Context: an optimization exercise on an open-source flow, tuned for small area and a short achievable clock period. The choices shown serve that exercise and are no tape-out recipe. No functional check of the RTL was part of any run shown here. Power and IR drop assume default switching activity.

==> flow/design.v, too long to show whole: its modules and the start of the top module <==
// module koggeStoneAdder: 29 lines
// module partialProductStage: 47 lines
// module adderTreeLevel: 40 lines
// module signedMultiplier: 2446 lines
module signedMultiplier
(
	input  logic          clk,
	input  logic          arstN,
	input  mulPkg::operandPairT   operands,
	output mulPkg::productResultT result
);
  // ...
==> flow/run.sh <==
#!/bin/bash
# synth_recipe.tcl (not shown) runs the flow's synth.tcl, then flattens the netlist and writes it again
# the make line also repeats each setting of config.mk as NAME=value (left out here)
make -C /OpenROAD-flow-scripts/flow DESIGN_CONFIG=/design/flow/config.mk WORK_HOME=/design/flow/orfs CLKGATE_MAP_FILE= SYNTH_SCRIPT=/design/flow/synth_recipe.tcl finish
==> flow/config.mk <==
export PLATFORM = sky130hd
export DESIGN_NAME = signedMultiplier
export DESIGN_NICKNAME = signedMultiplier
export VERILOG_FILES = /design/flow/design.v
export SDC_FILE = /design/flow/constraint.sdc
export NUM_CORES = 4
export LEC_CHECK = 0
export CAP_MARGIN = 20
export CORE_MARGIN = 2
export CORE_UTILIZATION = 40
export SETUP_SLACK_MARGIN = 1.8
export SLEW_MARGIN = 20
==> flow/constraint.sdc <==
create_clock -name core_clock -period 4.0 [get_ports {clk}]
set_input_delay 0.8000 -clock core_clock [delete_from_list [all_inputs] [get_ports {clk}]]
set_output_delay 0.8000 -clock core_clock [all_outputs]
set_load 0.01 [all_outputs]
==> flow_metrics.env, run 1 <==
export IMPL_yosys_top_cells_area="dfxtp_1, fa_1, a22oi_1, xor2_1, xnor2_1"
export IMPL_combPwrFrac=0.432
export IMPL_ys_ff_latch=464
export IMPL_power_total_mw=21.90
export IMPL_largestClassByArea="multi-input combinational cells"
export IMPL_synth_top_family_by_area="adder cells"
export IMPL_tritoncts="done"
export IMPL_syn_area_mm2=0.02264
export IMPL_num_nonclk_inverters=251
export IMPL_clk_latency_ps=590
export IMPL_worstPathArrival_ps=3270
export IMPL_post_cts_buffers=22
export IMPL_largestRegisters="r1_d: 167 flops, r2_d: 87 flops"
export IMPL_antenna_found_initial=1
export IMPL_cp_depth=11
export IMPL_cts_clk_slew_worst_paths_ps=60
export IMPL_r2r_setup_slack_ps=1210
export IMPL_syn_num_nets=2345
export IMPL_hold_class="reg -> reg"
export IMPL_rsz0062_at_grt="true"
export IMPL_buf_share=0.09236
export IMPL_start_util=0.4031
export IMPL_maxCapViolations=0
export IMPL_clk_path_buf_depth=3
export IMPL_slew_viol_final=0
export IMPL_drt_total_wl_mm=59.68
export IMPL_grt_max_degree=27
export IMPL_met1_length_mm=24.90
export IMPL_ctsRootBufferMaster="clkbuf_16"
export IMPL_yosysWarnings=1
export IMPL_synthSimpleGateAreaFrac=0.02421
export IMPL_use_met2=0.3112
export IMPL_final_common_cell="dfxtp_1"
export IMPL_tightest_slew_ps=801.8
export IMPL_maxPowerGroup="combinational cells"
export IMPL_largest_reg_flops=167
export IMPL_fin_tns_setup_ps=0
export IMPL_layout_drive_gt1_share=0.1712
export IMPL_status="no timing/DRC/antenna violations"
export IMPL_met1_usage=0.2632
export IMPL_crit_path_end="r3_p[42]$_DFF_P_"
==> inputs of run 2 (changes only) <==
--- a/flow/design.v
+++ b/flow/design.v
@@ -1000,26 +1000,26 @@
 	logic G846;
 	logic P847;
 	logic G848;
 	logic P849;
 	logic G850;
 	logic P851;
 	logic G852;
 	logic P853;
+	logic G854;
+	logic P855;
+	logic G856;
+	logic P857;
+	logic G858;
+	logic P859;
+	logic G860;
+	logic P861;
 	logic [86:0] r2_d;
-	logic [43:0] sum854;
-	logic g855;
-	logic p856;
-	logic g857;
-	logic p858;
-	logic g859;
-	logic p860;
-	logic g861;
-	logic p862;
+	logic [43:0] sum862;
 	logic g863;
 	logic p864;
 	logic g865;
 	logic p866;
 	logic g867;
 	logic p868;
 	logic g869;
 	logic p870;
@@ -1088,24 +1088,24 @@
 	logic g933;
 	logic p934;
 	logic g935;
 	logic p936;
 	logic g937;
 	logic p938;
 	logic g939;
 	logic p940;
-	logic G941;
-	logic P942;
-	logic G943;
-	logic P944;
-	logic G945;
-	logic P946;
-	logic G947;
-	logic P948;
+	logic g941;
+	logic p942;
+	logic g943;
+	logic p944;
+	logic g945;
+	logic p946;
+	logic g947;
+	logic p948;
 	logic G949;
 	logic P950;
 	logic G951;
 	logic P952;
 	logic G953;
 	logic P954;
 	logic G955;
 	logic P956;
@@ -1312,16 +1312,202 @@
 	logic G1157;
 	logic P1158;
 	logic G1159;
 	logic P1160;
 	logic G1161;
 	logic P1162;
 	logic G1163;
 	logic P1164;
+	logic G1165;
+	logic P1166;
+	logic G1167;
+	logic P1168;
+	logic G1169;
+	logic P1170;
+	logic G1171;
+	logic P1172;
+	logic G1173;
+	logic P1174;
+	logic G1175;
+	logic P1176;
+	logic G1177;
+	logic P1178;
+	logic G1179;
+	logic P1180;
+	logic G1181;
+	logic P1182;
+	logic G1183;
+	logic P1184;
+	logic G1185;
+	logic P1186;
+	logic G1187;
+	logic P1188;
+	logic G1189;
+	logic P1190;
+	logic G1191;
+	logic P1192;
+	logic G1193;
+	logic P1194;
+	logic G1195;
+	logic P1196;
+	logic G1197;
+	logic P1198;
+	logic G1199;
+	logic P1200;
+	logic G1201;
+	logic P1202;
+	logic G1203;
+	logic P1204;
+	logic G1205;
+	logic P1206;
+	logic G1207;
+	logic P1208;
+	logic G1209;
+	logic P1210;
+	logic G1211;
+	logic P1212;
+	logic G1213;
+	logic P1214;
+	logic G1215;
+	logic P1216;
+	logic G1217;
+	logic P1218;
+	logic G1219;
+	logic P1220;
+	logic G1221;
+	logic P1222;
+	logic G1223;
+	logic P1224;
+	logic G1225;
+	logic P1226;
+	logic G1227;
+	logic P1228;
+	logic G1229;
+	logic P1230;
+	logic G1231;
+	logic P1232;
+	logic G1233;
+	logic P1234;
+	logic G1235;
+	logic P1236;
+	logic G1237;
+	logic P1238;
+	logic G1239;
+	logic P1240;
+	logic G1241;
+	logic P1242;
+	logic G1243;
+	logic P1244;
+	logic G1245;
+	logic P1246;
+	logic G1247;
+	logic P1248;
+	logic G1249;
+	logic P1250;
+	logic G1251;
+	logic P1252;
+	logic G1253;
+	logic P1254;
+	logic G1255;
+	logic P1256;
+	logic G1257;
+	logic P1258;
+	logic G1259;
+	logic P1260;
+	logic G1261;
+	logic P1262;
+	logic G1263;
+	logic P1264;
+	logic G1265;
+	logic P1266;
+	logic G1267;
+	logic P1268;
+	logic G1269;
+	logic P1270;
+	logic G1271;
+	logic P1272;
+	logic G1273;
+	logic P1274;
+	logic G1275;
+	logic P1276;
+	logic G1277;
+	logic P1278;
+	logic G1279;
+	logic P1280;
+	logic G1281;
+	logic P1282;
+	logic G1283;
+	logic P1284;
+	logic G1285;
+	logic P1286;
+	logic G1287;
+	logic P1288;
+	logic G1289;
+	logic P1290;
+	logic G1291;
+	logic P1292;
+	logic G1293;
+	logic P1294;
+	logic G1295;
+	logic P1296;
+	logic G1297;
+	logic P1298;
+	logic G1299;
+	logic P1300;
+	logic G1301;
+	logic P1302;
+	logic G1303;
+	logic P1304;
+	logic G1305;
+	logic P1306;
+	logic G1307;
+	logic P1308;
+	logic G1309;
+	logic P1310;
+	logic G1311;
+	logic P1312;
+	logic G1313;
+	logic P1314;
+	logic G1315;
+	logic P1316;
+	logic G1317;
+	logic P1318;
+	logic G1319;
+	logic P1320;
+	logic G1321;
+	logic P1322;
+	logic G1323;
+	logic P1324;
+	logic G1325;
+	logic P1326;
+	logic G1327;
+	logic P1328;
+	logic G1329;
+	logic P1330;
+	logic G1331;
+	logic P1332;
+	logic G1333;
+	logic P1334;
+	logic G1335;
+	logic P1336;
+	logic G1337;
+	logic P1338;
+	logic G1339;
+	logic P1340;
+	logic G1341;
+	logic P1342;
+	logic G1343;
+	logic P1344;
+	logic G1345;
+	logic P1346;
+	logic G1347;
+	logic P1348;
+	logic G1349;
+	logic P1350;
 	logic [47:0] r3_p;
 	logic [47:0] r4_p;
 	logic [47:0] r5_p;
 	assign pp1 = (r0_one[0] & r0_a[0]) ^ r0_neg[0];
 	assign pp2 = ((r0_one[0] & r0_a[1]) | (r0_two[0] & r0_a[0])) ^ r0_neg[0];
 	assign pp3 = ((r0_one[0] & r0_a[2]) | (r0_two[0] & r0_a[1])) ^ r0_neg[0];
 	assign pp4 = ((r0_one[0] & r0_a[3]) | (r0_two[0] & r0_a[2])) ^ r0_neg[0];
 	assign pp5 = ((r0_one[0] & r0_a[4]) | (r0_two[0] & r0_a[3])) ^ r0_neg[0];
@@ -2155,388 +2341,574 @@
 	assign g834 = r1_d[3] & 1'b0;
 	assign p835 = r1_d[3] ^ 1'b0;
 	assign g836 = r1_d[4] & 1'b0;
 	assign p837 = r1_d[4] ^ 1'b0;
 	assign g838 = s615 & 1'b0;
 	assign p839 = s615 ^ 1'b0;
 	assign G840 = g830 | (p831 & 1'b0);
 	assign P841 = p831 & 1'b0;
-	assign G842 = g834 | (p835 & g832);
-	assign P843 = p835 & p833;
-	assign G844 = g838 | (p839 & g836);
-	assign P845 = p839 & p837;
-	assign G846 = g832 | (p833 & G840);
-	assign P847 = p833 & P841;
-	assign G848 = G842 | (P843 & G840);
-	assign P849 = P843 & P841;
-	assign G850 = g836 | (p837 & G848);
-	assign P851 = p837 & P849;
-	assign G852 = G844 | (P845 & G848);
-	assign P853 = P845 & P849;
+	assign G842 = g832 | (p833 & g830);
+	assign P843 = p833 & p831;
+	assign G844 = g834 | (p835 & g832);
+	assign P845 = p835 & p833;
+	assign G846 = g836 | (p837 & g834);
+	assign P847 = p837 & p835;
+	assign G848 = g838 | (p839 & g836);
+	assign P849 = p839 & p837;
+	assign G850 = G842 | (P843 & 1'b0);
+	assign P851 = P843 & 1'b0;
+	assign G852 = G844 | (P845 & G840);
+	assign P853 = P845 & P841;
+	assign G854 = G846 | (P847 & G842);
+	assign P855 = P847 & P843;
+	assign G856 = G848 | (P849 & G844);
+	assign P857 = P849 & P845;
+	assign G858 = G854 | (P855 & 1'b0);
+	assign P859 = P855 & 1'b0;
+	assign G860 = G856 | (P857 & G840);
+	assign P861 = P857 & P841;
 	assign sum829[0] = p831 ^ 1'b0;
 	assign sum829[1] = p833 ^ G840;
-	assign sum829[2] = p835 ^ G846;
-	assign sum829[3] = p837 ^ G848;
-	assign sum829[4] = p839 ^ G850;
-	assign sum829[5] = G852;
-	assign g855 = r2_d[6] & 1'b0;
-	assign p856 = r2_d[6] ^ 1'b0;
-	assign g857 = r2_d[7] & r2_d[8];
-	assign p858 = r2_d[7] ^ r2_d[8];
-	assign g859 = r2_d[9] & r2_d[10];
-	assign p860 = r2_d[9] ^ r2_d[10];
-	assign g861 = r2_d[11] & r2_d[12];
-	assign p862 = r2_d[11] ^ r2_d[12];
-	assign g863 = r2_d[13] & r2_d[14];
-	assign p864 = r2_d[13] ^ r2_d[14];
-	assign g865 = r2_d[15] & r2_d[16];
-	assign p866 = r2_d[15] ^ r2_d[16];
-	assign g867 = r2_d[17] & r2_d[18];
-	assign p868 = r2_d[17] ^ r2_d[18];
-	assign g869 = r2_d[19] & r2_d[20];
-	assign p870 = r2_d[19] ^ r2_d[20];
-	assign g871 = r2_d[21] & r2_d[22];
-	assign p872 = r2_d[21] ^ r2_d[22];
-	assign g873 = r2_d[23] & r2_d[24];
-	assign p874 = r2_d[23] ^ r2_d[24];
-	assign g875 = r2_d[25] & r2_d[26];
-	assign p876 = r2_d[25] ^ r2_d[26];
-	assign g877 = r2_d[27] & r2_d[28];
-	assign p878 = r2_d[27] ^ r2_d[28];
-	assign g879 = r2_d[29] & r2_d[30];
-	assign p880 = r2_d[29] ^ r2_d[30];
-	assign g881 = r2_d[31] & r2_d[32];
-	assign p882 = r2_d[31] ^ r2_d[32];
-	assign g883 = r2_d[33] & r2_d[34];
-	assign p884 = r2_d[33] ^ r2_d[34];
-	assign g885 = r2_d[35] & r2_d[36];
-	assign p886 = r2_d[35] ^ r2_d[36];
-	assign g887 = r2_d[37] & r2_d[38];
-	assign p888 = r2_d[37] ^ r2_d[38];
-	assign g889 = r2_d[39] & r2_d[40];
-	assign p890 = r2_d[39] ^ r2_d[40];
-	assign g891 = r2_d[41] & r2_d[42];
-	assign p892 = r2_d[41] ^ r2_d[42];
-	assign g893 = r2_d[43] & r2_d[44];
-	assign p894 = r2_d[43] ^ r2_d[44];
-	assign g895 = r2_d[45] & r2_d[46];
-	assign p896 = r2_d[45] ^ r2_d[46];
-	assign g897 = r2_d[47] & r2_d[48];
-	assign p898 = r2_d[47] ^ r2_d[48];
-	assign g899 = r2_d[49] & r2_d[50];
-	assign p900 = r2_d[49] ^ r2_d[50];
-	assign g901 = r2_d[51] & r2_d[52];
-	assign p902 = r2_d[51] ^ r2_d[52];
-	assign g903 = r2_d[53] & r2_d[54];
-	assign p904 = r2_d[53] ^ r2_d[54];
-	assign g905 = r2_d[55] & r2_d[56];
-	assign p906 = r2_d[55] ^ r2_d[56];
-	assign g907 = r2_d[57] & r2_d[58];
-	assign p908 = r2_d[57] ^ r2_d[58];
-	assign g909 = r2_d[59] & r2_d[60];
-	assign p910 = r2_d[59] ^ r2_d[60];
-	assign g911 = r2_d[61] & r2_d[62];
-	assign p912 = r2_d[61] ^ r2_d[62];
-	assign g913 = r2_d[63] & r2_d[64];
-	assign p914 = r2_d[63] ^ r2_d[64];
-	assign g915 = r2_d[65] & r2_d[66];
-	assign p916 = r2_d[65] ^ r2_d[66];
-	assign g917 = r2_d[67] & r2_d[68];
-	assign p918 = r2_d[67] ^ r2_d[68];
-	assign g919 = r2_d[69] & r2_d[70];
-	assign p920 = r2_d[69] ^ r2_d[70];
-	assign g921 = r2_d[71] & r2_d[72];
-	assign p922 = r2_d[71] ^ r2_d[72];
-	assign g923 = r2_d[73] & r2_d[74];
-	assign p924 = r2_d[73] ^ r2_d[74];
-	assign g925 = r2_d[75] & r2_d[76];
-	assign p926 = r2_d[75] ^ r2_d[76];
-	assign g927 = r2_d[77] & r2_d[78];
-	assign p928 = r2_d[77] ^ r2_d[78];
-	assign g929 = r2_d[79] & r2_d[80];
-	assign p930 = r2_d[79] ^ r2_d[80];
-	assign g931 = r2_d[81] & 1'b0;
-	assign p932 = r2_d[81] ^ 1'b0;
-	assign g933 = r2_d[82] & r2_d[83];
-	assign p934 = r2_d[82] ^ r2_d[83];
-	assign g935 = r2_d[84] & 1'b0;
-	assign p936 = r2_d[84] ^ 1'b0;
-	assign g937 = r2_d[85] & r2_d[86];
-	assign p938 = r2_d[85] ^ r2_d[86];
-	assign g939 = 1'b1 & 1'b0;
-	assign p940 = 1'b1 ^ 1'b0;
-	assign G941 = g855 | (p856 & r2_d[5]);
-	assign P942 = p856 & 1'b0;
-	assign G943 = g859 | (p860 & g857);
-	assign P944 = p860 & p858;
-	assign G945 = g863 | (p864 & g861);
-	assign P946 = p864 & p862;
-	assign G947 = g867 | (p868 & g865);
-	assign P948 = p868 & p866;
-	assign G949 = g871 | (p872 & g869);
-	assign P950 = p872 & p870;
-	assign G951 = g875 | (p876 & g873);
-	assign P952 = p876 & p874;
-	assign G953 = g879 | (p880 & g877);
-	assign P954 = p880 & p878;
-	assign G955 = g883 | (p884 & g881);
-	assign P956 = p884 & p882;
-	assign G957 = g887 | (p888 & g885);
-	assign P958 = p888 & p886;
-	assign G959 = g891 | (p892 & g889);
-	assign P960 = p892 & p890;
-	assign G961 = g895 | (p896 & g893);
-	assign P962 = p896 & p894;
-	assign G963 = g899 | (p900 & g897);
-	assign P964 = p900 & p898;
-	assign G965 = g903 | (p904 & g901);
-	assign P966 = p904 & p902;
-	assign G967 = g907 | (p908 & g905);
-	assign P968 = p908 & p906;
-	assign G969 = g911 | (p912 & g909);
-	assign P970 = p912 & p910;
-	assign G971 = g915 | (p916 & g913);
-	assign P972 = p916 & p914;
-	assign G973 = g919 | (p920 & g917);
-	assign P974 = p920 & p918;
-	assign G975 = g923 | (p924 & g921);
-	assign P976 = p924 & p922;
-	assign G977 = g927 | (p928 & g925);
-	assign P978 = p928 & p926;
-	assign G979 = g931 | (p932 & g929);
-	assign P980 = p932 & p930;
-	assign G981 = g935 | (p936 & g933);
-	assign P982 = p936 & p934;
-	assign G983 = g939 | (p940 & g937);
-	assign P984 = p940 & p938;
-	assign G985 = g857 | (p858 & G941);
-	assign P986 = p858 & P942;
-	assign G987 = G943 | (P944 & G941);
-	assign P988 = P944 & P942;
-	assign G989 = g865 | (p866 & G945);
-	assign P990 = p866 & P946;
-	assign G991 = G947 | (P948 & G945);
-	assign P992 = P948 & P946;
-	assign G993 = g873 | (p874 & G949);
-	assign P994 = p874 & P950;
-	assign G995 = G951 | (P952 & G949);
-	assign P996 = P952 & P950;
-	assign G997 = g881 | (p882 & G953);
-	assign P998 = p882 & P954;
-	assign G999 = G955 | (P956 & G953);
-	assign P1000 = P956 & P954;
-	assign G1001 = g889 | (p890 & G957);
-	assign P1002 = p890 & P958;
-	assign G1003 = G959 | (P960 & G957);
-	assign P1004 = P960 & P958;
-	assign G1005 = g897 | (p898 & G961);
-	assign P1006 = p898 & P962;
-	assign G1007 = G963 | (P964 & G961);
-	assign P1008 = P964 & P962;
-	assign G1009 = g905 | (p906 & G965);
-	assign P1010 = p906 & P966;
-	assign G1011 = G967 | (P968 & G965);
-	assign P1012 = P968 & P966;
-	assign G1013 = g913 | (p914 & G969);
-	assign P1014 = p914 & P970;
-	assign G1015 = G971 | (P972 & G969);
-	assign P1016 = P972 & P970;
-	assign G1017 = g921 | (p922 & G973);
-	assign P1018 = p922 & P974;
-	assign G1019 = G975 | (P976 & G973);
-	assign P1020 = P976 & P974;
-	assign G1021 = g929 | (p930 & G977);
-	assign P1022 = p930 & P978;
-	assign G1023 = G979 | (P980 & G977);
-	assign P1024 = P980 & P978;
-	assign G1025 = g937 | (p938 & G981);
-	assign P1026 = p938 & P982;
-	assign G1027 = G983 | (P984 & G981);
-	assign P1028 = P984 & P982;
-	assign G1029 = g861 | (p862 & G987);
-	assign P1030 = p862 & P988;
-	assign G1031 = G945 | (P946 & G987);
-	assign P1032 = P946 & P988;
-	assign G1033 = G989 | (P990 & G987);
-	assign P1034 = P990 & P988;
-	assign G1035 = G991 | (P992 & G987);
-	assign P1036 = P992 & P988;
-	assign G1037 = g877 | (p878 & G995);
-	assign P1038 = p878 & P996;
-	assign G1039 = G953 | (P954 & G995);
-	assign P1040 = P954 & P996;
-	assign G1041 = G997 | (P998 & G995);
-	assign P1042 = P998 & P996;
-	assign G1043 = G999 | (P1000 & G995);
-	assign P1044 = P1000 & P996;
-	assign G1045 = g893 | (p894 & G1003);
-	assign P1046 = p894 & P1004;
-	assign G1047 = G961 | (P962 & G1003);
-	assign P1048 = P962 & P1004;
-	assign G1049 = G1005 | (P1006 & G1003);
-	assign P1050 = P1006 & P1004;
-	assign G1051 = G1007 | (P1008 & G1003);
-	assign P1052 = P1008 & P1004;
-	assign G1053 = g909 | (p910 & G1011);
-	assign P1054 = p910 & P1012;
-	assign G1055 = G969 | (P970 & G1011);
-	assign P1056 = P970 & P1012;
-	assign G1057 = G1013 | (P1014 & G1011);
-	assign P1058 = P1014 & P1012;
-	assign G1059 = G1015 | (P1016 & G1011);
-	assign P1060 = P1016 & P1012;
-	assign G1061 = g925 | (p926 & G1019);
-	assign P1062 = p926 & P1020;
-	assign G1063 = G977 | (P978 & G1019);
-	assign P1064 = P978 & P1020;
-	assign G1065 = G1021 | (P1022 & G1019);
-	assign P1066 = P1022 & P1020;
-	assign G1067 = G1023 | (P1024 & G1019);
-	assign P1068 = P1024 & P1020;
-	assign G1069 = g869 | (p870 & G1035);
-	assign P1070 = p870 & P1036;
-	assign G1071 = G949 | (P950 & G1035);
-	assign P1072 = P950 & P1036;
-	assign G1073 = G993 | (P994 & G1035);
-	assign P1074 = P994 & P1036;
-	assign G1075 = G995 | (P996 & G1035);
-	assign P1076 = P996 & P1036;
-	assign G1077 = G1037 | (P1038 & G1035);
-	assign P1078 = P1038 & P1036;
-	assign G1079 = G1039 | (P1040 & G1035);
-	assign P1080 = P1040 & P1036;
-	assign G1081 = G1041 | (P1042 & G1035);
-	assign P1082 = P1042 & P1036;
-	assign G1083 = G1043 | (P1044 & G1035);
-	assign P1084 = P1044 & P1036;
-	assign G1085 = g901 | (p902 & G1051);
-	assign P1086 = p902 & P1052;
-	assign G1087 = G965 | (P966 & G1051);
-	assign P1088 = P966 & P1052;
-	assign G1089 = G1009 | (P1010 & G1051);
-	assign P1090 = P1010 & P1052;
-	assign G1091 = G1011 | (P1012 & G1051);
-	assign P1092 = P1012 & P1052;
-	assign G1093 = G1053 | (P1054 & G1051);
-	assign P1094 = P1054 & P1052;
-	assign G1095 = G1055 | (P1056 & G1051);
-	assign P1096 = P1056 & P1052;
-	assign G1097 = G1057 | (P1058 & G1051);
-	assign P1098 = P1058 & P1052;
-	assign G1099 = G1059 | (P1060 & G1051);
-	assign P1100 = P1060 & P1052;
-	assign G1101 = g933 | (p934 & G1067);
-	assign P1102 = p934 & P1068;
-	assign G1103 = G981 | (P982 & G1067);
-	assign P1104 = P982 & P1068;
-	assign G1105 = G1025 | (P1026 & G1067);
-	assign P1106 = P1026 & P1068;
-	assign G1107 = G1027 | (P1028 & G1067);
-	assign P1108 = P1028 & P1068;
-	assign G1109 = g885 | (p886 & G1083);
-	assign P1110 = p886 & P1084;
-	assign G1111 = G957 | (P958 & G1083);
-	assign P1112 = P958 & P1084;
-	assign G1113 = G1001 | (P1002 & G1083);
-	assign P1114 = P1002 & P1084;
-	assign G1115 = G1003 | (P1004 & G1083);
-	assign P1116 = P1004 & P1084;
-	assign G1117 = G1045 | (P1046 & G1083);
-	assign P1118 = P1046 & P1084;
-	assign G1119 = G1047 | (P1048 & G1083);
-	assign P1120 = P1048 & P1084;
-	assign G1121 = G1049 | (P1050 & G1083);
-	assign P1122 = P1050 & P1084;
-	assign G1123 = G1051 | (P1052 & G1083);
-	assign P1124 = P1052 & P1084;
-	assign G1125 = G1085 | (P1086 & G1083);
-	assign P1126 = P1086 & P1084;
-	assign G1127 = G1087 | (P1088 & G1083);
-	assign P1128 = P1088 & P1084;
-	assign G1129 = G1089 | (P1090 & G1083);
-	assign P1130 = P1090 & P1084;
-	assign G1131 = G1091 | (P1092 & G1083);
-	assign P1132 = P1092 & P1084;
-	assign G1133 = G1093 | (P1094 & G1083);
-	assign P1134 = P1094 & P1084;
-	assign G1135 = G1095 | (P1096 & G1083);
-	assign P1136 = P1096 & P1084;
-	assign G1137 = G1097 | (P1098 & G1083);
-	assign P1138 = P1098 & P1084;
-	assign G1139 = G1099 | (P1100 & G1083);
-	assign P1140 = P1100 & P1084;
-	assign G1141 = g917 | (p918 & G1139);
-	assign P1142 = p918 & P1140;
-	assign G1143 = G973 | (P974 & G1139);
-	assign P1144 = P974 & P1140;
-	assign G1145 = G1017 | (P1018 & G1139);
-	assign P1146 = P1018 & P1140;
-	assign G1147 = G1019 | (P1020 & G1139);
-	assign P1148 = P1020 & P1140;
-	assign G1149 = G1061 | (P1062 & G1139);
-	assign P1150 = P1062 & P1140;
-	assign G1151 = G1063 | (P1064 & G1139);
-	assign P1152 = P1064 & P1140;
-	assign G1153 = G1065 | (P1066 & G1139);
-	assign P1154 = P1066 & P1140;
-	assign G1155 = G1067 | (P1068 & G1139);
-	assign P1156 = P1068 & P1140;
-	assign G1157 = G1101 | (P1102 & G1139);
-	assign P1158 = P1102 & P1140;
-	assign G1159 = G1103 | (P1104 & G1139);
-	assign P1160 = P1104 & P1140;
-	assign G1161 = G1105 | (P1106 & G1139);
-	assign P1162 = P1106 & P1140;
-	assign G1163 = G1107 | (P1108 & G1139);
-	assign P1164 = P1108 & P1140;
-	assign sum854[0] = p856 ^ r2_d[5];
-	assign sum854[1] = p858 ^ G941;
-	assign sum854[2] = p860 ^ G985;
-	assign sum854[3] = p862 ^ G987;
-	assign sum854[4] = p864 ^ G1029;
-	assign sum854[5] = p866 ^ G1031;
-	assign sum854[6] = p868 ^ G1033;
-	assign sum854[7] = p870 ^ G1035;
-	assign sum854[8] = p872 ^ G1069;
-	assign sum854[9] = p874 ^ G1071;
-	assign sum854[10] = p876 ^ G1073;
-	assign sum854[11] = p878 ^ G1075;
-	assign sum854[12] = p880 ^ G1077;
-	assign sum854[13] = p882 ^ G1079;
-	assign sum854[14] = p884 ^ G1081;
-	assign sum854[15] = p886 ^ G1083;
-	assign sum854[16] = p888 ^ G1109;
-	assign sum854[17] = p890 ^ G1111;
-	assign sum854[18] = p892 ^ G1113;
-	assign sum854[19] = p894 ^ G1115;
-	assign sum854[20] = p896 ^ G1117;
-	assign sum854[21] = p898 ^ G1119;
-	assign sum854[22] = p900 ^ G1121;
-	assign sum854[23] = p902 ^ G1123;
-	assign sum854[24] = p904 ^ G1125;
-	assign sum854[25] = p906 ^ G1127;
-	assign sum854[26] = p908 ^ G1129;
-	assign sum854[27] = p910 ^ G1131;
-	assign sum854[28] = p912 ^ G1133;
-	assign sum854[29] = p914 ^ G1135;
-	assign sum854[30] = p916 ^ G1137;
-	assign sum854[31] = p918 ^ G1139;
-	assign sum854[32] = p920 ^ G1141;
-	assign sum854[33] = p922 ^ G1143;
-	assign sum854[34] = p924 ^ G1145;
-	assign sum854[35] = p926 ^ G1147;
-	assign sum854[36] = p928 ^ G1149;
-	assign sum854[37] = p930 ^ G1151;
-	assign sum854[38] = p932 ^ G1153;
-	assign sum854[39] = p934 ^ G1155;
-	assign sum854[40] = p936 ^ G1157;
-	assign sum854[41] = p938 ^ G1159;
-	assign sum854[42] = p940 ^ G1161;
-	assign sum854[43] = G1163;
+	assign sum829[2] = p835 ^ G850;
+	assign sum829[3] = p837 ^ G852;
+	assign sum829[4] = p839 ^ G858;
+	assign sum829[5] = G860;
+	assign g863 = r2_d[6] & 1'b0;
+	assign p864 = r2_d[6] ^ 1'b0;
+	assign g865 = r2_d[7] & r2_d[8];
+	assign p866 = r2_d[7] ^ r2_d[8];
+	assign g867 = r2_d[9] & r2_d[10];
+	assign p868 = r2_d[9] ^ r2_d[10];
+	assign g869 = r2_d[11] & r2_d[12];
+	assign p870 = r2_d[11] ^ r2_d[12];
+	assign g871 = r2_d[13] & r2_d[14];
+	assign p872 = r2_d[13] ^ r2_d[14];
+	assign g873 = r2_d[15] & r2_d[16];
+	assign p874 = r2_d[15] ^ r2_d[16];
+	assign g875 = r2_d[17] & r2_d[18];
+	assign p876 = r2_d[17] ^ r2_d[18];
+	assign g877 = r2_d[19] & r2_d[20];
+	assign p878 = r2_d[19] ^ r2_d[20];
+	assign g879 = r2_d[21] & r2_d[22];
+	assign p880 = r2_d[21] ^ r2_d[22];
+	assign g881 = r2_d[23] & r2_d[24];
+	assign p882 = r2_d[23] ^ r2_d[24];
+	assign g883 = r2_d[25] & r2_d[26];
+	assign p884 = r2_d[25] ^ r2_d[26];
+	assign g885 = r2_d[27] & r2_d[28];
+	assign p886 = r2_d[27] ^ r2_d[28];
+	assign g887 = r2_d[29] & r2_d[30];
+	assign p888 = r2_d[29] ^ r2_d[30];
+	assign g889 = r2_d[31] & r2_d[32];
+	assign p890 = r2_d[31] ^ r2_d[32];
+	assign g891 = r2_d[33] & r2_d[34];
+	assign p892 = r2_d[33] ^ r2_d[34];
+	assign g893 = r2_d[35] & r2_d[36];
+	assign p894 = r2_d[35] ^ r2_d[36];
+	assign g895 = r2_d[37] & r2_d[38];
+	assign p896 = r2_d[37] ^ r2_d[38];
+	assign g897 = r2_d[39] & r2_d[40];
+	assign p898 = r2_d[39] ^ r2_d[40];
+	assign g899 = r2_d[41] & r2_d[42];
+	assign p900 = r2_d[41] ^ r2_d[42];
+	assign g901 = r2_d[43] & r2_d[44];
+	assign p902 = r2_d[43] ^ r2_d[44];
+	assign g903 = r2_d[45] & r2_d[46];
+	assign p904 = r2_d[45] ^ r2_d[46];
+	assign g905 = r2_d[47] & r2_d[48];
+	assign p906 = r2_d[47] ^ r2_d[48];
+	assign g907 = r2_d[49] & r2_d[50];
+	assign p908 = r2_d[49] ^ r2_d[50];
+	assign g909 = r2_d[51] & r2_d[52];
+	assign p910 = r2_d[51] ^ r2_d[52];
+	assign g911 = r2_d[53] & r2_d[54];
+	assign p912 = r2_d[53] ^ r2_d[54];
+	assign g913 = r2_d[55] & r2_d[56];
+	assign p914 = r2_d[55] ^ r2_d[56];
+	assign g915 = r2_d[57] & r2_d[58];
+	assign p916 = r2_d[57] ^ r2_d[58];
+	assign g917 = r2_d[59] & r2_d[60];
+	assign p918 = r2_d[59] ^ r2_d[60];
+	assign g919 = r2_d[61] & r2_d[62];
+	assign p920 = r2_d[61] ^ r2_d[62];
+	assign g921 = r2_d[63] & r2_d[64];
+	assign p922 = r2_d[63] ^ r2_d[64];
+	assign g923 = r2_d[65] & r2_d[66];
+	assign p924 = r2_d[65] ^ r2_d[66];
+	assign g925 = r2_d[67] & r2_d[68];
+	assign p926 = r2_d[67] ^ r2_d[68];
+	assign g927 = r2_d[69] & r2_d[70];
+	assign p928 = r2_d[69] ^ r2_d[70];
+	assign g929 = r2_d[71] & r2_d[72];
+	assign p930 = r2_d[71] ^ r2_d[72];
+	assign g931 = r2_d[73] & r2_d[74];
+	assign p932 = r2_d[73] ^ r2_d[74];
+	assign g933 = r2_d[75] & r2_d[76];
+	assign p934 = r2_d[75] ^ r2_d[76];
+	assign g935 = r2_d[77] & r2_d[78];
+	assign p936 = r2_d[77] ^ r2_d[78];
+	assign g937 = r2_d[79] & r2_d[80];
+	assign p938 = r2_d[79] ^ r2_d[80];
+	assign g939 = r2_d[81] & 1'b0;
+	assign p940 = r2_d[81] ^ 1'b0;
+	assign g941 = r2_d[82] & r2_d[83];
+	assign p942 = r2_d[82] ^ r2_d[83];
+	assign g943 = r2_d[84] & 1'b0;
+	assign p944 = r2_d[84] ^ 1'b0;
+	assign g945 = r2_d[85] & r2_d[86];
+	assign p946 = r2_d[85] ^ r2_d[86];
+	assign g947 = 1'b1 & 1'b0;
+	assign p948 = 1'b1 ^ 1'b0;
+	assign G949 = g863 | (p864 & r2_d[5]);
+	assign P950 = p864 & 1'b0;
+	assign G951 = g865 | (p866 & g863);
+	assign P952 = p866 & p864;
+	assign G953 = g867 | (p868 & g865);
+	assign P954 = p868 & p866;
+	assign G955 = g869 | (p870 & g867);
+	assign P956 = p870 & p868;
+	assign G957 = g871 | (p872 & g869);
+	assign P958 = p872 & p870;
+	assign G959 = g873 | (p874 & g871);
+	assign P960 = p874 & p872;
+	assign G961 = g875 | (p876 & g873);
+	assign P962 = p876 & p874;
+	assign G963 = g877 | (p878 & g875);
+	assign P964 = p878 & p876;
+	assign G965 = g879 | (p880 & g877);
+	assign P966 = p880 & p878;
+	assign G967 = g881 | (p882 & g879);
+	assign P968 = p882 & p880;
+	assign G969 = g883 | (p884 & g881);
+	assign P970 = p884 & p882;
+	assign G971 = g885 | (p886 & g883);
+	assign P972 = p886 & p884;
+	assign G973 = g887 | (p888 & g885);
+	assign P974 = p888 & p886;
+	assign G975 = g889 | (p890 & g887);
+	assign P976 = p890 & p888;
+	assign G977 = g891 | (p892 & g889);
+	assign P978 = p892 & p890;
+	assign G979 = g893 | (p894 & g891);
+	assign P980 = p894 & p892;
+	assign G981 = g895 | (p896 & g893);
+	assign P982 = p896 & p894;
+	assign G983 = g897 | (p898 & g895);
+	assign P984 = p898 & p896;
+	assign G985 = g899 | (p900 & g897);
+	assign P986 = p900 & p898;
+	assign G987 = g901 | (p902 & g899);
+	assign P988 = p902 & p900;
+	assign G989 = g903 | (p904 & g901);
+	assign P990 = p904 & p902;
+	assign G991 = g905 | (p906 & g903);
+	assign P992 = p906 & p904;
+	assign G993 = g907 | (p908 & g905);
+	assign P994 = p908 & p906;
+	assign G995 = g909 | (p910 & g907);
+	assign P996 = p910 & p908;
+	assign G997 = g911 | (p912 & g909);
+	assign P998 = p912 & p910;
+	assign G999 = g913 | (p914 & g911);
+	assign P1000 = p914 & p912;
+	assign G1001 = g915 | (p916 & g913);
+	assign P1002 = p916 & p914;
+	assign G1003 = g917 | (p918 & g915);
+	assign P1004 = p918 & p916;
+	assign G1005 = g919 | (p920 & g917);
+	assign P1006 = p920 & p918;
+	assign G1007 = g921 | (p922 & g919);
+	assign P1008 = p922 & p920;
+	assign G1009 = g923 | (p924 & g921);
+	assign P1010 = p924 & p922;
+	assign G1011 = g925 | (p926 & g923);
+	assign P1012 = p926 & p924;
+	assign G1013 = g927 | (p928 & g925);
+	assign P1014 = p928 & p926;
+	assign G1015 = g929 | (p930 & g927);
+	assign P1016 = p930 & p928;
+	assign G1017 = g931 | (p932 & g929);
+	assign P1018 = p932 & p930;
+	assign G1019 = g933 | (p934 & g931);
+	assign P1020 = p934 & p932;
+	assign G1021 = g935 | (p936 & g933);
+	assign P1022 = p936 & p934;
+	assign G1023 = g937 | (p938 & g935);
+	assign P1024 = p938 & p936;
+	assign G1025 = g939 | (p940 & g937);
+	assign P1026 = p940 & p938;
+	assign G1027 = g941 | (p942 & g939);
+	assign P1028 = p942 & p940;
+	assign G1029 = g943 | (p944 & g941);
+	assign P1030 = p944 & p942;
+	assign G1031 = g945 | (p946 & g943);
+	assign P1032 = p946 & p944;
+	assign G1033 = g947 | (p948 & g945);
+	assign P1034 = p948 & p946;
+	assign G1035 = G951 | (P952 & r2_d[5]);
+	assign P1036 = P952 & 1'b0;
+	assign G1037 = G953 | (P954 & G949);
+	assign P1038 = P954 & P950;
+	assign G1039 = G955 | (P956 & G951);
+	assign P1040 = P956 & P952;
+	assign G1041 = G957 | (P958 & G953);
+	assign P1042 = P958 & P954;
+	assign G1043 = G959 | (P960 & G955);
+	assign P1044 = P960 & P956;
+	assign G1045 = G961 | (P962 & G957);
+	assign P1046 = P962 & P958;
+	assign G1047 = G963 | (P964 & G959);
+	assign P1048 = P964 & P960;
+	assign G1049 = G965 | (P966 & G961);
+	assign P1050 = P966 & P962;
+	assign G1051 = G967 | (P968 & G963);
+	assign P1052 = P968 & P964;
+	assign G1053 = G969 | (P970 & G965);
+	assign P1054 = P970 & P966;
+	assign G1055 = G971 | (P972 & G967);
+	assign P1056 = P972 & P968;
+	assign G1057 = G973 | (P974 & G969);
+	assign P1058 = P974 & P970;
+	assign G1059 = G975 | (P976 & G971);
+	assign P1060 = P976 & P972;
+	assign G1061 = G977 | (P978 & G973);
+	assign P1062 = P978 & P974;
+	assign G1063 = G979 | (P980 & G975);
+	assign P1064 = P980 & P976;
+	assign G1065 = G981 | (P982 & G977);
+	assign P1066 = P982 & P978;
+	assign G1067 = G983 | (P984 & G979);
+	assign P1068 = P984 & P980;
+	assign G1069 = G985 | (P986 & G981);
+	assign P1070 = P986 & P982;
+	assign G1071 = G987 | (P988 & G983);
+	assign P1072 = P988 & P984;
+	assign G1073 = G989 | (P990 & G985);
+	assign P1074 = P990 & P986;
+	assign G1075 = G991 | (P992 & G987);
+	assign P1076 = P992 & P988;
+	assign G1077 = G993 | (P994 & G989);
+	assign P1078 = P994 & P990;
+	assign G1079 = G995 | (P996 & G991);
+	assign P1080 = P996 & P992;
+	assign G1081 = G997 | (P998 & G993);
+	assign P1082 = P998 & P994;
+	assign G1083 = G999 | (P1000 & G995);
+	assign P1084 = P1000 & P996;
+	assign G1085 = G1001 | (P1002 & G997);
+	assign P1086 = P1002 & P998;
+	assign G1087 = G1003 | (P1004 & G999);
+	assign P1088 = P1004 & P1000;
+	assign G1089 = G1005 | (P1006 & G1001);
+	assign P1090 = P1006 & P1002;
+	assign G1091 = G1007 | (P1008 & G1003);
+	assign P1092 = P1008 & P1004;
+	assign G1093 = G1009 | (P1010 & G1005);
+	assign P1094 = P1010 & P1006;
+	assign G1095 = G1011 | (P1012 & G1007);
+	assign P1096 = P1012 & P1008;
+	assign G1097 = G1013 | (P1014 & G1009);
+	assign P1098 = P1014 & P1010;
+	assign G1099 = G1015 | (P1016 & G1011);
+	assign P1100 = P1016 & P1012;
+	assign G1101 = G1017 | (P1018 & G1013);
+	assign P1102 = P1018 & P1014;
+	assign G1103 = G1019 | (P1020 & G1015);
+	assign P1104 = P1020 & P1016;
+	assign G1105 = G1021 | (P1022 & G1017);
+	assign P1106 = P1022 & P1018;
+	assign G1107 = G1023 | (P1024 & G1019);
+	assign P1108 = P1024 & P1020;
+	assign G1109 = G1025 | (P1026 & G1021);
+	assign P1110 = P1026 & P1022;
+	assign G1111 = G1027 | (P1028 & G1023);
+	assign P1112 = P1028 & P1024;
+	assign G1113 = G1029 | (P1030 & G1025);
+	assign P1114 = P1030 & P1026;
+	assign G1115 = G1031 | (P1032 & G1027);
+	assign P1116 = P1032 & P1028;
+	assign G1117 = G1033 | (P1034 & G1029);
+	assign P1118 = P1034 & P1030;
+	assign G1119 = G1039 | (P1040 & r2_d[5]);
+	assign P1120 = P1040 & 1'b0;
+	assign G1121 = G1041 | (P1042 & G949);
+	assign P1122 = P1042 & P950;
+	assign G1123 = G1043 | (P1044 & G1035);
+	assign P1124 = P1044 & P1036;
+	assign G1125 = G1045 | (P1046 & G1037);
+	assign P1126 = P1046 & P1038;
+	assign G1127 = G1047 | (P1048 & G1039);
+	assign P1128 = P1048 & P1040;
+	assign G1129 = G1049 | (P1050 & G1041);
+	assign P1130 = P1050 & P1042;
+	assign G1131 = G1051 | (P1052 & G1043);
+	assign P1132 = P1052 & P1044;
+	assign G1133 = G1053 | (P1054 & G1045);
+	assign P1134 = P1054 & P1046;
+	assign G1135 = G1055 | (P1056 & G1047);
+	assign P1136 = P1056 & P1048;
+	assign G1137 = G1057 | (P1058 & G1049);
+	assign P1138 = P1058 & P1050;
+	assign G1139 = G1059 | (P1060 & G1051);
+	assign P1140 = P1060 & P1052;
+	assign G1141 = G1061 | (P1062 & G1053);
+	assign P1142 = P1062 & P1054;
+	assign G1143 = G1063 | (P1064 & G1055);
+	assign P1144 = P1064 & P1056;
+	assign G1145 = G1065 | (P1066 & G1057);
+	assign P1146 = P1066 & P1058;
+	assign G1147 = G1067 | (P1068 & G1059);
+	assign P1148 = P1068 & P1060;
+	assign G1149 = G1069 | (P1070 & G1061);
+	assign P1150 = P1070 & P1062;
+	assign G1151 = G1071 | (P1072 & G1063);
+	assign P1152 = P1072 & P1064;
+	assign G1153 = G1073 | (P1074 & G1065);
+	assign P1154 = P1074 & P1066;
+	assign G1155 = G1075 | (P1076 & G1067);
+	assign P1156 = P1076 & P1068;
+	assign G1157 = G1077 | (P1078 & G1069);
+	assign P1158 = P1078 & P1070;
+	assign G1159 = G1079 | (P1080 & G1071);
+	assign P1160 = P1080 & P1072;
+	assign G1161 = G1081 | (P1082 & G1073);
+	assign P1162 = P1082 & P1074;
+	assign G1163 = G1083 | (P1084 & G1075);
+	assign P1164 = P1084 & P1076;
+	assign G1165 = G1085 | (P1086 & G1077);
+	assign P1166 = P1086 & P1078;
+	assign G1167 = G1087 | (P1088 & G1079);
+	assign P1168 = P1088 & P1080;
+	assign G1169 = G1089 | (P1090 & G1081);
+	assign P1170 = P1090 & P1082;
+	assign G1171 = G1091 | (P1092 & G1083);
+	assign P1172 = P1092 & P1084;
+	assign G1173 = G1093 | (P1094 & G1085);
+	assign P1174 = P1094 & P1086;
+	assign G1175 = G1095 | (P1096 & G1087);
+	assign P1176 = P1096 & P1088;
+	assign G1177 = G1097 | (P1098 & G1089);
+	assign P1178 = P1098 & P1090;
+	assign G1179 = G1099 | (P1100 & G1091);
+	assign P1180 = P1100 & P1092;
+	assign G1181 = G1101 | (P1102 & G1093);
+	assign P1182 = P1102 & P1094;
+	assign G1183 = G1103 | (P1104 & G1095);
+	assign P1184 = P1104 & P1096;
+	assign G1185 = G1105 | (P1106 & G1097);
+	assign P1186 = P1106 & P1098;
+	assign G1187 = G1107 | (P1108 & G1099);
+	assign P1188 = P1108 & P1100;
+	assign G1189 = G1109 | (P1110 & G1101);
+	assign P1190 = P1110 & P1102;
+	assign G1191 = G1111 | (P1112 & G1103);
+	assign P1192 = P1112 & P1104;
+	assign G1193 = G1113 | (P1114 & G1105);
+	assign P1194 = P1114 & P1106;
+	assign G1195 = G1115 | (P1116 & G1107);
+	assign P1196 = P1116 & P1108;
+	assign G1197 = G1117 | (P1118 & G1109);
+	assign P1198 = P1118 & P1110;
+	assign G1199 = G1127 | (P1128 & r2_d[5]);
+	assign P1200 = P1128 & 1'b0;
+	assign G1201 = G1129 | (P1130 & G949);
+	assign P1202 = P1130 & P950;
+	assign G1203 = G1131 | (P1132 & G1035);
+	assign P1204 = P1132 & P1036;
+	assign G1205 = G1133 | (P1134 & G1037);
+	assign P1206 = P1134 & P1038;
+	assign G1207 = G1135 | (P1136 & G1119);
+	assign P1208 = P1136 & P1120;
+	assign G1209 = G1137 | (P1138 & G1121);
+	assign P1210 = P1138 & P1122;
+	assign G1211 = G1139 | (P1140 & G1123);
+	assign P1212 = P1140 & P1124;
+	assign G1213 = G1141 | (P1142 & G1125);
+	assign P1214 = P1142 & P1126;
+	assign G1215 = G1143 | (P1144 & G1127);
+	assign P1216 = P1144 & P1128;
+	assign G1217 = G1145 | (P1146 & G1129);
+	assign P1218 = P1146 & P1130;
+	assign G1219 = G1147 | (P1148 & G1131);
+	assign P1220 = P1148 & P1132;
+	assign G1221 = G1149 | (P1150 & G1133);
+	assign P1222 = P1150 & P1134;
+	assign G1223 = G1151 | (P1152 & G1135);
+	assign P1224 = P1152 & P1136;
+	assign G1225 = G1153 | (P1154 & G1137);
+	assign P1226 = P1154 & P1138;
+	assign G1227 = G1155 | (P1156 & G1139);
+	assign P1228 = P1156 & P1140;
+	assign G1229 = G1157 | (P1158 & G1141);
+	assign P1230 = P1158 & P1142;
+	assign G1231 = G1159 | (P1160 & G1143);
+	assign P1232 = P1160 & P1144;
+	assign G1233 = G1161 | (P1162 & G1145);
+	assign P1234 = P1162 & P1146;
+	assign G1235 = G1163 | (P1164 & G1147);
+	assign P1236 = P1164 & P1148;
+	assign G1237 = G1165 | (P1166 & G1149);
+	assign P1238 = P1166 & P1150;
+	assign G1239 = G1167 | (P1168 & G1151);
+	assign P1240 = P1168 & P1152;
+	assign G1241 = G1169 | (P1170 & G1153);
+	assign P1242 = P1170 & P1154;
+	assign G1243 = G1171 | (P1172 & G1155);
+	assign P1244 = P1172 & P1156;
+	assign G1245 = G1173 | (P1174 & G1157);
+	assign P1246 = P1174 & P1158;
+	assign G1247 = G1175 | (P1176 & G1159);
+	assign P1248 = P1176 & P1160;
+	assign G1249 = G1177 | (P1178 & G1161);
+	assign P1250 = P1178 & P1162;
+	assign G1251 = G1179 | (P1180 & G1163);
+	assign P1252 = P1180 & P1164;
+	assign G1253 = G1181 | (P1182 & G1165);
+	assign P1254 = P1182 & P1166;
+	assign G1255 = G1183 | (P1184 & G1167);
+	assign P1256 = P1184 & P1168;
+	assign G1257 = G1185 | (P1186 & G1169);
+	assign P1258 = P1186 & P1170;
+	assign G1259 = G1187 | (P1188 & G1171);
+	assign P1260 = P1188 & P1172;
+	assign G1261 = G1189 | (P1190 & G1173);
+	assign P1262 = P1190 & P1174;
+	assign G1263 = G1191 | (P1192 & G1175);
+	assign P1264 = P1192 & P1176;
+	assign G1265 = G1193 | (P1194 & G1177);
+	assign P1266 = P1194 & P1178;
+	assign G1267 = G1195 | (P1196 & G1179);
+	assign P1268 = P1196 & P1180;
+	assign G1269 = G1197 | (P1198 & G1181);
+	assign P1270 = P1198 & P1182;
+	assign G1271 = G1215 | (P1216 & r2_d[5]);
+	assign P1272 = P1216 & 1'b0;
+	assign G1273 = G1217 | (P1218 & G949);
+	assign P1274 = P1218 & P950;
+	assign G1275 = G1219 | (P1220 & G1035);
+	assign P1276 = P1220 & P1036;
+	assign G1277 = G1221 | (P1222 & G1037);
+	assign P1278 = P1222 & P1038;
+	assign G1279 = G1223 | (P1224 & G1119);
+	assign P1280 = P1224 & P1120;
+	assign G1281 = G1225 | (P1226 & G1121);
+	assign P1282 = P1226 & P1122;
+	assign G1283 = G1227 | (P1228 & G1123);
+	assign P1284 = P1228 & P1124;
+	assign G1285 = G1229 | (P1230 & G1125);
+	assign P1286 = P1230 & P1126;
+	assign G1287 = G1231 | (P1232 & G1199);
+	assign P1288 = P1232 & P1200;
+	assign G1289 = G1233 | (P1234 & G1201);
+	assign P1290 = P1234 & P1202;
+	assign G1291 = G1235 | (P1236 & G1203);
+	assign P1292 = P1236 & P1204;
+	assign G1293 = G1237 | (P1238 & G1205);
+	assign P1294 = P1238 & P1206;
+	assign G1295 = G1239 | (P1240 & G1207);
+	assign P1296 = P1240 & P1208;
+	assign G1297 = G1241 | (P1242 & G1209);
+	assign P1298 = P1242 & P1210;
+	assign G1299 = G1243 | (P1244 & G1211);
+	assign P1300 = P1244 & P1212;
+	assign G1301 = G1245 | (P1246 & G1213);
+	assign P1302 = P1246 & P1214;
+	assign G1303 = G1247 | (P1248 & G1215);
+	assign P1304 = P1248 & P1216;
+	assign G1305 = G1249 | (P1250 & G1217);
+	assign P1306 = P1250 & P1218;
+	assign G1307 = G1251 | (P1252 & G1219);
+	assign P1308 = P1252 & P1220;
+	assign G1309 = G1253 | (P1254 & G1221);
+	assign P1310 = P1254 & P1222;
+	assign G1311 = G1255 | (P1256 & G1223);
+	assign P1312 = P1256 & P1224;
+	assign G1313 = G1257 | (P1258 & G1225);
+	assign P1314 = P1258 & P1226;
+	assign G1315 = G1259 | (P1260 & G1227);
+	assign P1316 = P1260 & P1228;
+	assign G1317 = G1261 | (P1262 & G1229);
+	assign P1318 = P1262 & P1230;
+	assign G1319 = G1263 | (P1264 & G1231);
+	assign P1320 = P1264 & P1232;
+	assign G1321 = G1265 | (P1266 & G1233);
+	assign P1322 = P1266 & P1234;
+	assign G1323 = G1267 | (P1268 & G1235);
+	assign P1324 = P1268 & P1236;
+	assign G1325 = G1269 | (P1270 & G1237);
+	assign P1326 = P1270 & P1238;
+	assign G1327 = G1303 | (P1304 & r2_d[5]);
+	assign P1328 = P1304 & 1'b0;
+	assign G1329 = G1305 | (P1306 & G949);
+	assign P1330 = P1306 & P950;
+	assign G1331 = G1307 | (P1308 & G1035);
+	assign P1332 = P1308 & P1036;
+	assign G1333 = G1309 | (P1310 & G1037);
+	assign P1334 = P1310 & P1038;
+	assign G1335 = G1311 | (P1312 & G1119);
+	assign P1336 = P1312 & P1120;
+	assign G1337 = G1313 | (P1314 & G1121);
+	assign P1338 = P1314 & P1122;
+	assign G1339 = G1315 | (P1316 & G1123);
+	assign P1340 = P1316 & P1124;
+	assign G1341 = G1317 | (P1318 & G1125);
+	assign P1342 = P1318 & P1126;
+	assign G1343 = G1319 | (P1320 & G1199);
+	assign P1344 = P1320 & P1200;
+	assign G1345 = G1321 | (P1322 & G1201);
+	assign P1346 = P1322 & P1202;
+	assign G1347 = G1323 | (P1324 & G1203);
+	assign P1348 = P1324 & P1204;
+	assign G1349 = G1325 | (P1326 & G1205);
+	assign P1350 = P1326 & P1206;
+	assign sum862[0] = p864 ^ r2_d[5];
+	assign sum862[1] = p866 ^ G949;
+	assign sum862[2] = p868 ^ G1035;
+	assign sum862[3] = p870 ^ G1037;
+	assign sum862[4] = p872 ^ G1119;
+	assign sum862[5] = p874 ^ G1121;
+	assign sum862[6] = p876 ^ G1123;
+	assign sum862[7] = p878 ^ G1125;
+	assign sum862[8] = p880 ^ G1199;
+	assign sum862[9] = p882 ^ G1201;
+	assign sum862[10] = p884 ^ G1203;
+	assign sum862[11] = p886 ^ G1205;
+	assign sum862[12] = p888 ^ G1207;
+	assign sum862[13] = p890 ^ G1209;
+	assign sum862[14] = p892 ^ G1211;
+	assign sum862[15] = p894 ^ G1213;
+	assign sum862[16] = p896 ^ G1271;
+	assign sum862[17] = p898 ^ G1273;
+	assign sum862[18] = p900 ^ G1275;
+	assign sum862[19] = p902 ^ G1277;
+	assign sum862[20] = p904 ^ G1279;
+	assign sum862[21] = p906 ^ G1281;
+	assign sum862[22] = p908 ^ G1283;
+	assign sum862[23] = p910 ^ G1285;
+	assign sum862[24] = p912 ^ G1287;
+	assign sum862[25] = p914 ^ G1289;
+	assign sum862[26] = p916 ^ G1291;
+	assign sum862[27] = p918 ^ G1293;
+	assign sum862[28] = p920 ^ G1295;
+	assign sum862[29] = p922 ^ G1297;
+	assign sum862[30] = p924 ^ G1299;
+	assign sum862[31] = p926 ^ G1301;
+	assign sum862[32] = p928 ^ G1327;
+	assign sum862[33] = p930 ^ G1329;
+	assign sum862[34] = p932 ^ G1331;
+	assign sum862[35] = p934 ^ G1333;
+	assign sum862[36] = p936 ^ G1335;
+	assign sum862[37] = p938 ^ G1337;
+	assign sum862[38] = p940 ^ G1339;
+	assign sum862[39] = p942 ^ G1341;
+	assign sum862[40] = p944 ^ G1343;
+	assign sum862[41] = p946 ^ G1345;
+	assign sum862[42] = p948 ^ G1347;
+	assign sum862[43] = G1349;
 	always_ff @(posedge clk) begin
 		r0_a <= operands.multiplicand;
 		r0_neg[0] <= (mb[1]);
 		r0_one[0] <= (mb[0] ^ 1'b0);
 		r0_two[0] <= ((mb[1] & ~mb[0] & ~1'b0) | (~mb[1] & mb[0] & 1'b0));
 		r0_neg[1] <= (mb[3]);
 		r0_one[1] <= (mb[2] ^ mb[1]);
 		r0_two[1] <= ((mb[3] & ~mb[2] & ~mb[1]) | (~mb[3] & mb[2] & mb[1]));
@@ -2567,17 +2939,17 @@
 		r0_neg[10] <= (mb[21]);
 		r0_one[10] <= (mb[20] ^ mb[19]);
 		r0_two[10] <= ((mb[21] & ~mb[20] & ~mb[19]) | (~mb[21] & mb[20] & mb[19]));
 		r0_neg[11] <= (mb[23]);
 		r0_one[11] <= (mb[22] ^ mb[21]);
 		r0_two[11] <= ((mb[23] & ~mb[22] & ~mb[21]) | (~mb[23] & mb[22] & mb[21]));
 		r1_d <= {pp300, pp299, c614, s613, s483, c482, s481, c480, c612, s611, c610, s609, c608, s607, c606, pp292, pp269, s605, c604, s471, s603, c602, s467, s601, c600, s463, s599, c598, pp288, s459, s597, c596, c594, s595, s593, c592, c590, pp286, s591, s589, c588, c586, s587, s585, c584, c582, s583, s581, c580, c578, s579, s577, c576, c574, pp282, s575, s573, c572, c570, c568, s571, s569, s567, c566, c564, c562, s565, s563, s561, c560, c558, c556, s559, s557, s555, c554, c552, c550, s553, s551, s549, c548, c546, c544, s547, s545, s543, c542, c540, c538, s541, s539, s537, c536, c534, c532, s535, s533, s531, c530, c528, s373, s529, s527, c526, c524, pp227, s525, s523, c522, c520, r0_neg[9], pp226, s521, s519, c518, c516, s517, s515, c514, c512, s513, s511, c510, c508, pp177, s509, s507, c506, s337, s335, s505, c504, pp152, s331, s503, c502, c500, s501, s499, c498, s323, s497, c496, r0_neg[5], s495, c494, pp102, pp79, s493, c492, s491, c490, s489, c488, r0_neg[3], s487, s305, c304, r0_neg[2], s303, c486, s485, s301, pp2, r0_neg[0], pp1};
 		r2_d <= {r1_d[166], c706, s705, r1_d[163], c760, s759, s703, c828, r1_d[157], s827, s757, c826, s701, s825, s755, c824, s823, c822, s821, c820, s819, c818, s817, c816, s815, c814, s813, c812, s811, c810, s809, c808, s807, c806, s805, c804, s803, c802, s801, c800, s799, c798, s797, c796, s795, c794, s793, c792, s791, c790, s789, c788, s787, c786, s785, c784, s783, c782, s781, c780, s779, c778, s777, c776, s775, c774, s773, c772, s771, c770, s769, c768, s767, c766, s765, c764, s763, c762, r1_d[11], s761, s707, sum829[5], sum829[4], sum829[3], sum829[2], sum829[1], sum829[0]};
-		r3_p <= {sum854[42], sum854[41], sum854[40], sum854[39], sum854[38], sum854[37], sum854[36], sum854[35], sum854[34], sum854[33], sum854[32], sum854[31], sum854[30], sum854[29], sum854[28], sum854[27], sum854[26], sum854[25], sum854[24], sum854[23], sum854[22], sum854[21], sum854[20], sum854[19], sum854[18], sum854[17], sum854[16], sum854[15], sum854[14], sum854[13], sum854[12], sum854[11], sum854[10], sum854[9], sum854[8], sum854[7], sum854[6], sum854[5], sum854[4], sum854[3], sum854[2], sum854[1], sum854[0], r2_d[4], r2_d[3], r2_d[2], r2_d[1], r2_d[0]};
+		r3_p <= {sum862[42], sum862[41], sum862[40], sum862[39], sum862[38], sum862[37], sum862[36], sum862[35], sum862[34], sum862[33], sum862[32], sum862[31], sum862[30], sum862[29], sum862[28], sum862[27], sum862[26], sum862[25], sum862[24], sum862[23], sum862[22], sum862[21], sum862[20], sum862[19], sum862[18], sum862[17], sum862[16], sum862[15], sum862[14], sum862[13], sum862[12], sum862[11], sum862[10], sum862[9], sum862[8], sum862[7], sum862[6], sum862[5], sum862[4], sum862[3], sum862[2], sum862[1], sum862[0], r2_d[4], r2_d[3], r2_d[2], r2_d[1], r2_d[0]};
 		r4_p <= r3_p;
 		r5_p <= r4_p;
 	end
 	always_ff @(posedge clk or negedge arstN) begin
 		if (!arstN) begin
 			valid <= 6'd0;
 		end else begin
 			valid <= {valid[4:0], operands.valid};
==> run 2 against run 1 <==
  * Final cell count grew 4.4%
  * First-iteration DRC count shrank 0.15%
  * Sequential cell count unchanged
  * Clock skew is 23 ps lower
  * Core utilization about the same
  * Register-to-register slack gained 320 ps
  * Cell area up 2.5%
  * Worst setup slack better by 320 ps
  * Total power rose by 13%
  * Highest routed layer is now met5
==> flow_metrics.env, run 2 <==
export IMPL_status="no timing/DRC/antenna violations"
export IMPL_grt_overflow_total=0
export IMPL_yosysWarnings=1
export IMPL_drc=0
export IMPL_power_total_mw=24.74
export IMPL_dr_pass1_iters=6
export IMPL_cts_buffers=50
export IMPL_critPathKind="reg -> reg"
export IMPL_finalSetupViolations=0
export IMPL_yosysMostFrequentCell="dfxtp_1"
export IMPL_startpoint_type="register"
export IMPL_vias=16090
export IMPL_synthArstFlopShare=0.01293
export IMPL_peakVddDrop_uv=402.5
export IMPL_yosys_top_cells_area="dfxtp_1, fa_1, a22oi_1, xor2_1, xnor2_1"
export IMPL_slew_viol_final=0
export IMPL_start_util=0.4040
export IMPL_synthDistinctLibCells=62
export IMPL_tightest_slew_ps=757.9
export IMPL_period_minus_slack_ps=2470
export IMPL_path_cells="ha_4 -> buf_4 -> a21oi_1 -> a21oi_4 -> o211ai_1 -> mux2_4 -> a2111oi_4"
export IMPL_cts_clk_slew_worst_paths_ps=60
export IMPL_critPathBufInv=1
export IMPL_worstPathArrival_ps=2960
export IMPL_chipHeight_um=245.2
export IMPL_maxCapViolations=0
export IMPL_max_stage_delay_ps=600
export IMPL_leakagePower_nw=12.08
export IMPL_largest_reg_flops=167
export IMPL_cts_sinks=464
export IMPL_synth_compound_area_share=0.1321
export IMPL_track_usage=0.2046
export IMPL_ys_ff_latch=464
export IMPL_areaGrowthSynthToFinish_pct=23.48
export IMPL_grt_pass1_wl_mm=95.76
export IMPL_final_common_cell="dfxtp_1"
export IMPL_synth_edf_count=0
export IMPL_coreArea_mm2=0.05759
export IMPL_wl_per_cell_um=20.47
export IMPL_required_ps=4490
export IMPL_grt_max_degree=27
export IMPL_dr_first_iter_drc_count=1306
export IMPL_fin_nets=2608
export IMPL_worst_path_dominant_cell_family="compound AO/OA/AOI/OAI gates"
export IMPL_tritoncts="done"
export IMPL_ys_seq_area_frac=0.4006
export IMPL_ctsRootBufferMaster="clkbuf_16"
export IMPL_place_hpwl_mm=40.84
export IMPL_skew_ps=14.43
export IMPL_finalHoldViolations=0
export IMPL_syn_num_nets=2465
export IMPL_htree_levels=2
export IMPL_viasPerCell=5.253
export IMPL_die_area_mm2=0.06010
export IMPL_netlist_instances=2115
export IMPL_globalplace_congestion=0.8881
export IMPL_grt_pass1_vias=16760
export IMPL_ant_nets=0
export IMPL_synthXorXnorAreaFrac=0.1318
export IMPL_critPathCaptureType="register"
export IMPL_layout_drive_gt1_share=0.1753
export IMPL_ys_flop_type="dfxtp_1"
export IMPL_regMostFlops="r1_d"
export IMPL_rows=88
export IMPL_synth_common_cells="dfxtp_1, a22oi_1, inv_1"
export IMPL_fin_tns_setup_ps=0
export IMPL_hold_class="reg -> reg"
export IMPL_relSlewSlack=0.4947
export IMPL_largestRegisters="r1_d: 167 flops, r2_d: 87 flops"
export IMPL_syn_avg_cell_area_um2=11.00
export IMPL_antenna_found_initial=2
export IMPL_io_pins=100
export IMPL_critPathSlowestCell="a21oi_1"
export IMPL_portBuffers=99
export IMPL_clk_latency_ps=600
export IMPL_num_antenna_cells=0
export IMPL_chipWidth_um=245.2
export IMPL_synth_adder_area_share=0.2325
export IMPL_rsz0062_at_grt="true"
export IMPL_final_cell_mix="dfxtp_1, a22oi_1, inv_1"
export IMPL_syn_area_mm2=0.02326
export IMPL_synth_top_cell_by_area="dfxtp_1"
export IMPL_p_per_area_mw_per_mm2=861.3
export IMPL_fmax_ghz=0.4049
export IMPL_muxShareOfSynthArea=0.002851
export IMPL_fin_crit_sh=0.6175
export IMPL_synthSimpleGateAreaFrac=0.03620
export IMPL_synth_top_family_by_area="adder cells"
export IMPL_crit_path_max_fanout=5
export IMPL_yosysTopAreaCellShare=0.3941
export IMPL_clk_path_buf_depth=3
export IMPL_cts_hold_buf=0
export IMPL_drt_total_wl_mm=62.73
## run 2: cells by family (layout without fill, tap and decap cells)
family / count (synthesis) / count (layout)
flops: 464 / 464
buf+inv: 395 / 579
xor+xnor: 350 / 350
compound gates: 438 / 438
fa+ha+maj: 299 / 299
mux: 6 / 6
simple gates: 163 / 163
## run 2: worst paths after layout
path	from	end	slack, ps	cells past startpoint
min	r3_p[20]$_DFF_P_	r4_p[20]$_DFF_P_	320	0
min reg2reg	r3_p[20]$_DFF_P_	r4_p[20]$_DFF_P_	320	0
max in group asynchronous	arstN	valid[3]$_DFF_PN0_	3350	1
max reg2reg	r2_d[24]$_DFF_P_	r3_p[39]$_DFF_P_	1530	7
min in group asynchronous	arstN	valid[4]$_DFF_PN0_	440	1
max	r2_d[24]$_DFF_P_	r3_p[39]$_DFF_P_	1530	7
## run 2: stage by stage
stage	utilization	hold slack, ps	instances	worst slack, ps	area, µm²
after floorplan	-	309.6	2115	1580	23400
after global placement	0.4384	309.5	2898	1193	25250
after detailed placement	0.4384	312.1	2898	1118	25250
after CTS	0.4831	321.2	3023	1390	27820
after global routing	0.4988	329.1	3064	1407	28730
final	0.4988	322.2	3064	1530	28730
## run 2: power by group
group          internal, mW  total (mW)  switching, mW  leakage, nW
registers              6.82        7.73          0.911         3.94
clock network          2.91        4.87           1.96        0.858
logic                  5.41        12.1           6.72         7.28
total                  15.1        24.7           9.59         12.1
## run 2: metal layers
layer / routed length (µm) / track usage / up-vias
met5: 26 / 0 / -
met4: 2180 / 0.08286 / 4
met3: 5190 / 0.04614 / 180
met2: 28460 / 0.3220 / 725
met1: 26880 / 0.2723 / 7936
li1: - / - / 7249
## run 2: area by class of cell
| class | count | area, µm² |
|---|---|---|
| timing repair buffer | 241 | 2402 |
| sequential | 464 | 9469 |
| multi-input combinational | 1256 | 13200 |
| clock buffer | 60 | 1359 |
| clock inverter | 33 | 416.7 |
| tap | 765 | 957.2 |
| fill | 5118 | 28860 |
| inverter | 245 | 919.6 |
## run 2: timing repair
item	CTS	global route
resized for setup	221	110
gates cloned	0	0
pin swaps	31	42
setup buffers	32	41
setup endpoints to repair	205	66

## what the ideal ports hide
The flow's constraints put no driver on any port. The routed layouts listed below were extracted and timed again, unchanged, in two steps. Step 1, drivers: a clkbuf_16 drives clk and a buf_2 each remaining input, both assumed. Step 2 moves the port delays by t, midway between the first and last clock arrival at a register: inputs arrive t later, outputs are due t later. That takes back most of the time a late clock gives input paths. Slacks: ideal / step 1 / step 2; pairs: ideal / step 1.
run | t (ns) | setup slack, ns | hold WS [ns] | clock arrival spread, ns
run 1 | 0.639 | 1.205 / 1.205 / 1.205 | 0.312 / 0.312 / 0.312 | 0.040 / 0.040
run 2 | 0.641 | 1.530 / 1.530 / 1.530 | 0.322 / 0.322 / 0.322 | 0.016 / 0.015
After both steps setup and hold are still met in every run listed.
